This design comes from an exercise in tuning for small area, a short achievable clock period and few clock cycles on the open sky130 flow, not from production work.
Where RTL was checked, it was by simulation tests only, not by an equivalence proof against the original.

==> 01-12: inputs <==
## huffman_top
module huffman_top (
	input  logic                      clk,
	input  logic                      reset,
	input  logic                      gray_valid,
	input  huff_types_pkg::pixel_t    gray_data,
	output logic                      cnt_valid,
	output huff_types_pkg::count_t    cnt1,
	output huff_types_pkg::count_t    cnt2,
	output huff_types_pkg::count_t    cnt3,
	output huff_types_pkg::count_t    cnt4,
	output huff_types_pkg::count_t    cnt5,
	output huff_types_pkg::count_t    cnt6,
	output logic                      code_valid,
	output huff_types_pkg::code_t     hc1,
	output huff_types_pkg::code_t     hc2,
	output huff_types_pkg::code_t     hc3,
	output huff_types_pkg::code_t     hc4,
	output huff_types_pkg::code_t     hc5,
	output huff_types_pkg::code_t     hc6,
	output huff_types_pkg::len_mask_t m1,
	output huff_types_pkg::len_mask_t m2,
	output huff_types_pkg::len_mask_t m3,
	output huff_types_pkg::len_mask_t m4,
	output huff_types_pkg::len_mask_t m5,
	output huff_types_pkg::len_mask_t m6
);
==> flow/config.mk <==
export PLATFORM = sky130hd
export DESIGN_NAME = huffman_top
export DESIGN_NICKNAME = huffman_top
export VERILOG_FILES = /design/flow/design.v
export SDC_FILE = /design/flow/constraint.sdc
export NUM_CORES = 4
export LEC_CHECK = 0
export CAP_MARGIN = 20
export CORE_MARGIN = 2
export CORE_UTILIZATION = 40
export SLEW_MARGIN = 20
==> flow/constraint.sdc <==
create_clock -name core_clock -period 8.0 [get_ports {clk}]
set_input_delay 1.6000 -clock core_clock [delete_from_list [all_inputs] [get_ports {clk}]]
set_output_delay 1.6000 -clock core_clock [all_outputs]
set_load 0.01 [all_outputs]
run.sh (not shown) runs the stock make flow with config.mk's settings and CLKGATE_MAP_FILE= SYNTH_SCRIPT=/design/flow/synth_recipe.tcl, a recipe that flattens the netlist after the stock synthesis.
==> 01-24: changes against 01-12 <==
==> flow/design.v (replaced) <==
package huff_types_pkg;
	typedef logic [8-1:0] pixel_t;
	typedef logic [8-1:0] count_t;
	typedef logic [6-1:0] sym_mask_t;
	typedef logic [8-1:0] code_t;
	typedef logic [8-1:0] len_mask_t;
endpackage
package huff_ctrl_pkg;
	typedef enum logic [1:0] {SORT_IDLE, SORT_PASS, SORT_DONE} sort_state_t;
	typedef enum logic [1:0] {MRG_IDLE, MRG_POP, MRG_INSERT, MRG_DONE} merge_state_t;
	typedef enum logic [1:0] {BLD_IDLE, BLD_WALK, BLD_DONE} build_state_t;
	typedef logic [$clog2(5)-1:0] round_t;
	typedef logic [$clog2(6+1)-1:0] step_t;
endpackage
`timescale 1ns/1ns
module huffman_top (
	input  logic                      clk,
	input  logic                      reset,
	input  logic                      gray_valid,
	input  huff_types_pkg::pixel_t    gray_data,
	output logic                      cnt_valid,
	output huff_types_pkg::count_t    cnt1,
	output huff_types_pkg::count_t    cnt2,
	output huff_types_pkg::count_t    cnt3,
	output huff_types_pkg::count_t    cnt4,
	output huff_types_pkg::count_t    cnt5,
	output huff_types_pkg::count_t    cnt6,
	output logic                      code_valid,
	output huff_types_pkg::code_t     hc1,
	output huff_types_pkg::code_t     hc2,
	output huff_types_pkg::code_t     hc3,
	output huff_types_pkg::code_t     hc4,
	output huff_types_pkg::code_t     hc5,
	output huff_types_pkg::code_t     hc6,
	output huff_types_pkg::len_mask_t m1,
	output huff_types_pkg::len_mask_t m2,
	output huff_types_pkg::len_mask_t m3,
	output huff_types_pkg::len_mask_t m4,
	output huff_types_pkg::len_mask_t m5,
	output huff_types_pkg::len_mask_t m6
);
	function automatic logic ge8(input logic [7:0] a, input logic [7:0] b);
		logic [7:0] g;
		logic [7:0] e;
		logic [3:0] g2;
		logic [3:0] e2;
		logic [1:0] g4;
		logic [1:0] e4;
		g = a & ~b;
		e = ~(g | (~a & b));
		for (int i = 0; i < 4; i++) begin
			g2[i] = g[2*i+1] | (e[2*i+1] & g[2*i]);
			e2[i] = e[2*i+1] & e[2*i];
		end
		for (int i = 0; i < 2; i++) begin
			g4[i] = g2[2*i+1] | (e2[2*i+1] & g2[2*i]);
			e4[i] = e2[2*i+1] & e2[2*i];
		end
		ge8 = g4[1] | (e4[1] & (g4[0] | e4[0]));
	endfunction
	function automatic logic [7:0] add8(input logic [7:0] a, input logic [7:0] b);
		logic [7:0] g;
		logic [7:0] p;
		logic [7:0] gg;
		logic [7:0] pp;
		logic [7:0] g1;
		logic [7:0] p1;
		g = a & b;
		p = a ^ b;
		gg = g;
		pp = p;
		for (int d = 1; d < 8; d = d * 2) begin
			g1 = gg;
			p1 = pp;
			for (int i = d; i < 8; i++) begin
				gg[i] = g1[i] | (p1[i] & g1[i - d]);
				pp[i] = p1[i] & p1[i - d];
			end
		end
		add8 = p ^ {gg[6:0], 1'b0};
	endfunction
	logic            seen;
	logic            closed;     
	logic            closed_d;   
	logic [5:0][7:0] cnt;
	always_ff @(posedge clk) begin
		if (reset) begin
			seen      <= 1'b0;
			closed    <= 1'b0;
			closed_d  <= 1'b0;
			cnt_valid <= 1'b0;
			cnt       <= '0;
		end else begin
			closed_d  <= closed;
			cnt_valid <= 1'b0;
			if (!closed) begin
				if (gray_valid) begin
					seen <= 1'b1;
					for (int i = 0; i < 6; i++) begin
						if (gray_data == 8'(i + 1)) begin
							cnt[i] <= cnt[i] + 8'd1;
						end
					end
				end else if (seen) begin
					closed    <= 1'b1;
					cnt_valid <= 1'b1;
				end
			end
		end
	end
	logic [5:0][5:0] ge_nx;
	logic [5:0][5:0] oh;
	logic [5:0][5:0] oh_nx;
	always_comb begin
		ge_nx = '0;
		for (int i = 0; i < 6; i++) begin
			for (int j = i + 1; j < 6; j++) begin
				ge_nx[i][j] = ge8(cnt[i], cnt[j]);
			end
		end
		for (int i = 0; i < 6; i++) begin
			oh_nx[i] = 6'b000001;
			for (int j = 0; j < 6; j++) begin
				if (j > i && ge_nx[i][j]) oh_nx[i] = {oh_nx[i][4:0], 1'b0};
				if (j < i && !ge_nx[j][i]) oh_nx[i] = {oh_nx[i][4:0], 1'b0};
			end
		end
	end
	always_ff @(posedge clk) begin
		oh <= oh_nx;
	end
	assign cnt1 = cnt[0];
	assign cnt2 = cnt[1];
	assign cnt3 = cnt[2];
	assign cnt4 = cnt[3];
	assign cnt5 = cnt[4];
	assign cnt6 = cnt[5];
	logic [5:0][2:0] slot;
	logic [5:0][7:0] sorted_w;
	logic [7:0]      sorted_s;
	always_comb begin
		for (int i = 0; i < 6; i++) begin
			slot[i][0] = oh[i][1] | oh[i][3] | oh[i][5];
			slot[i][1] = oh[i][2] | oh[i][3];
			slot[i][2] = oh[i][4] | oh[i][5];
		end
		for (int k = 0; k < 6; k++) begin
			sorted_w[k] = '0;
			for (int i = 0; i < 6; i++) begin
				sorted_w[k] = sorted_w[k] | (cnt[i] & {8{oh[i][k]}});
			end
		end
		sorted_s = add8(sorted_w[0], sorted_w[1]);
	end
	logic [5:0][7:0] w;       
	logic [7:0]      sw;      
	logic [5:0]      vld;     
	logic [5:0][2:0] ptr;     
	logic [5:0][4:0] code;    
	logic [5:0][4:0] msk;     
	logic [5:2]      t;       
	logic [2:0]      np;      
	logic [4:0][7:0] rw;
	logic [7:0]      rsw;
	logic [5:0][2:0] rptr;
	logic [5:0][4:0] rcode;
	logic [5:0][4:0] rmsk;
	always_comb begin
		logic [2:0] pv;
		logic [4:0] mv;
		logic [4:0] kv;
		for (int k = 2; k < 6; k++) begin
			t[k] = !ge8(w[k], sw) && vld[k];
		end
		np[2] = t[5];
		np[1] = t[3] & ~t[5];
		np[0] = (t[2] & ~t[3]) | (t[4] & ~t[5]);
		rw[0] = t[2] ? w[2] : sw;
		for (int i = 1; i < 4; i++) begin
			if (t[i + 2]) rw[i] = w[i + 2];
			else if (t[i + 1]) rw[i] = sw;
			else rw[i] = w[i + 1];
		end
		rw[4] = t[5] ? sw : w[5];
		rsw = t[3] ? add8(w[2], w[3]) : add8(w[2], sw);
		for (int s = 0; s < 6; s++) begin
			pv = ptr[s];
			mv = msk[s];
			kv = code[s];
			rcode[s] = kv;
			rmsk[s]  = mv;
			case (pv)
				3'd0: begin
					rptr[s]  = np;
					rcode[s] = kv | (~mv & {mv[3:0], 1'b1});
					rmsk[s]  = {mv[3:0], 1'b1};
				end
				3'd1: begin
					rptr[s]  = np;
					rmsk[s]  = {mv[3:0], 1'b1};
				end
				3'd2: rptr[s] = t[2] ? 3'd0 : 3'd1;
				3'd3: rptr[s] = t[3] ? 3'd1 : 3'd2;
				3'd4: rptr[s] = t[4] ? 3'd2 : 3'd3;
				default: rptr[s] = t[5] ? 3'd3 : 3'd4;
			endcase
		end
	end
	always_ff @(posedge clk) begin
		if (reset) begin
			code_valid <= 1'b0;
		end else if (closed_d && vld[1] && !vld[2]) begin
			code_valid <= 1'b1;
		end
	end
	always_ff @(posedge clk) begin
		if (!closed_d) begin
			w    <= sorted_w;
			sw   <= sorted_s;
			vld  <= 6'b111111;
			ptr  <= slot;
			code <= '0;
			msk  <= '0;
		end else if (vld[1]) begin
			w[4:0] <= rw;
			sw     <= rsw;
			vld    <= {1'b0, vld[5:1]};
			ptr    <= rptr;
			code   <= rcode;
			msk    <= rmsk;
		end
	end
	assign hc1 = {3'b0, code[0]};
	assign hc2 = {3'b0, code[1]};
	assign hc3 = {3'b0, code[2]};
	assign hc4 = {3'b0, code[3]};
	assign hc5 = {3'b0, code[4]};
	assign hc6 = {3'b0, code[5]};
	assign m1 = {3'b0, msk[0]};
	assign m2 = {3'b0, msk[1]};
	assign m3 = {3'b0, msk[2]};
	assign m4 = {3'b0, msk[3]};
	assign m5 = {3'b0, msk[4]};
	assign m6 = {3'b0, msk[5]};
endmodule
==> flow/flow/run.sh (new file) <==
#!/bin/bash
set -euo pipefail
bash standard.sh SETUP_SLACK_MARGIN=5.4 > make_finish.log 2>&1
==> flow/standard.sh (new file) <==
#!/bin/bash
# synth_recipe.tcl (not shown) runs the flow's synth.tcl, then flattens the netlist and writes it again
# the make line also repeats each setting of config.mk as NAME=value (left out here)
make -C /OpenROAD-flow-scripts/flow DESIGN_CONFIG=/design/flow/config.mk WORK_HOME=/design/flow/orfs CLKGATE_MAP_FILE= SYNTH_SCRIPT=/design/flow/synth_recipe.tcl "${@:-finish}"
removed: flow/run.sh
==> flow_metrics.env <==
export IMPL_clkPwrFrac_pct=42.5
export IMPL_status="finished clean"
export IMPL_cp_startpoint="gray_data[6]"
export IMPL_cts_buffers=25
the above is filed under 01-24

==> flow_metrics.env <==
export IMPL_dp_hpwl_mm=41.3
export IMPL_status="finished clean"
export IMPL_clkPwrFrac_pct=25.6
export IMPL_cts_buffers=17
the above is filed under 01-12

Testbench counts of 01-24, summed over its fixed seeds: cycles 13,404.
The RTL of 01-12 was laid out without a check of its function.

afterwards: timing with drivers on the ports:
The flow's constraints put no driver on any port. The routed layouts listed below were extracted and timed again, unchanged, in two steps.
Step 1 sets driving cells, clkbuf_16 on the clock port and buf_2 on the other inputs (assumed; they add their load-dependent delay and slew).
Step 2 moves the port delays by t, midway between the first and last clock arrival at a register: inputs arrive t later, outputs are due t later. That takes back most of the time a late clock gives input paths.
a / b / c = ideal ports / drivers / drivers and shift; a / b = the first two.
run | shift t [ns] | setup WS [ns] | worst data-port slew with drivers (ns) | cell pins on the clock port's net
01-12 | 0.546 | 1.741 / 1.741 / 1.741 | 0.04 | 1
01-24 | 0.583 | 5.132 / 5.144 / 4.560 | 0.05 | 1
After both steps every run listed still meets setup and hold. The setup slack of 01-24, which loses most, moves by +0.012 ns with the drivers and by -0.572 ns with both steps.
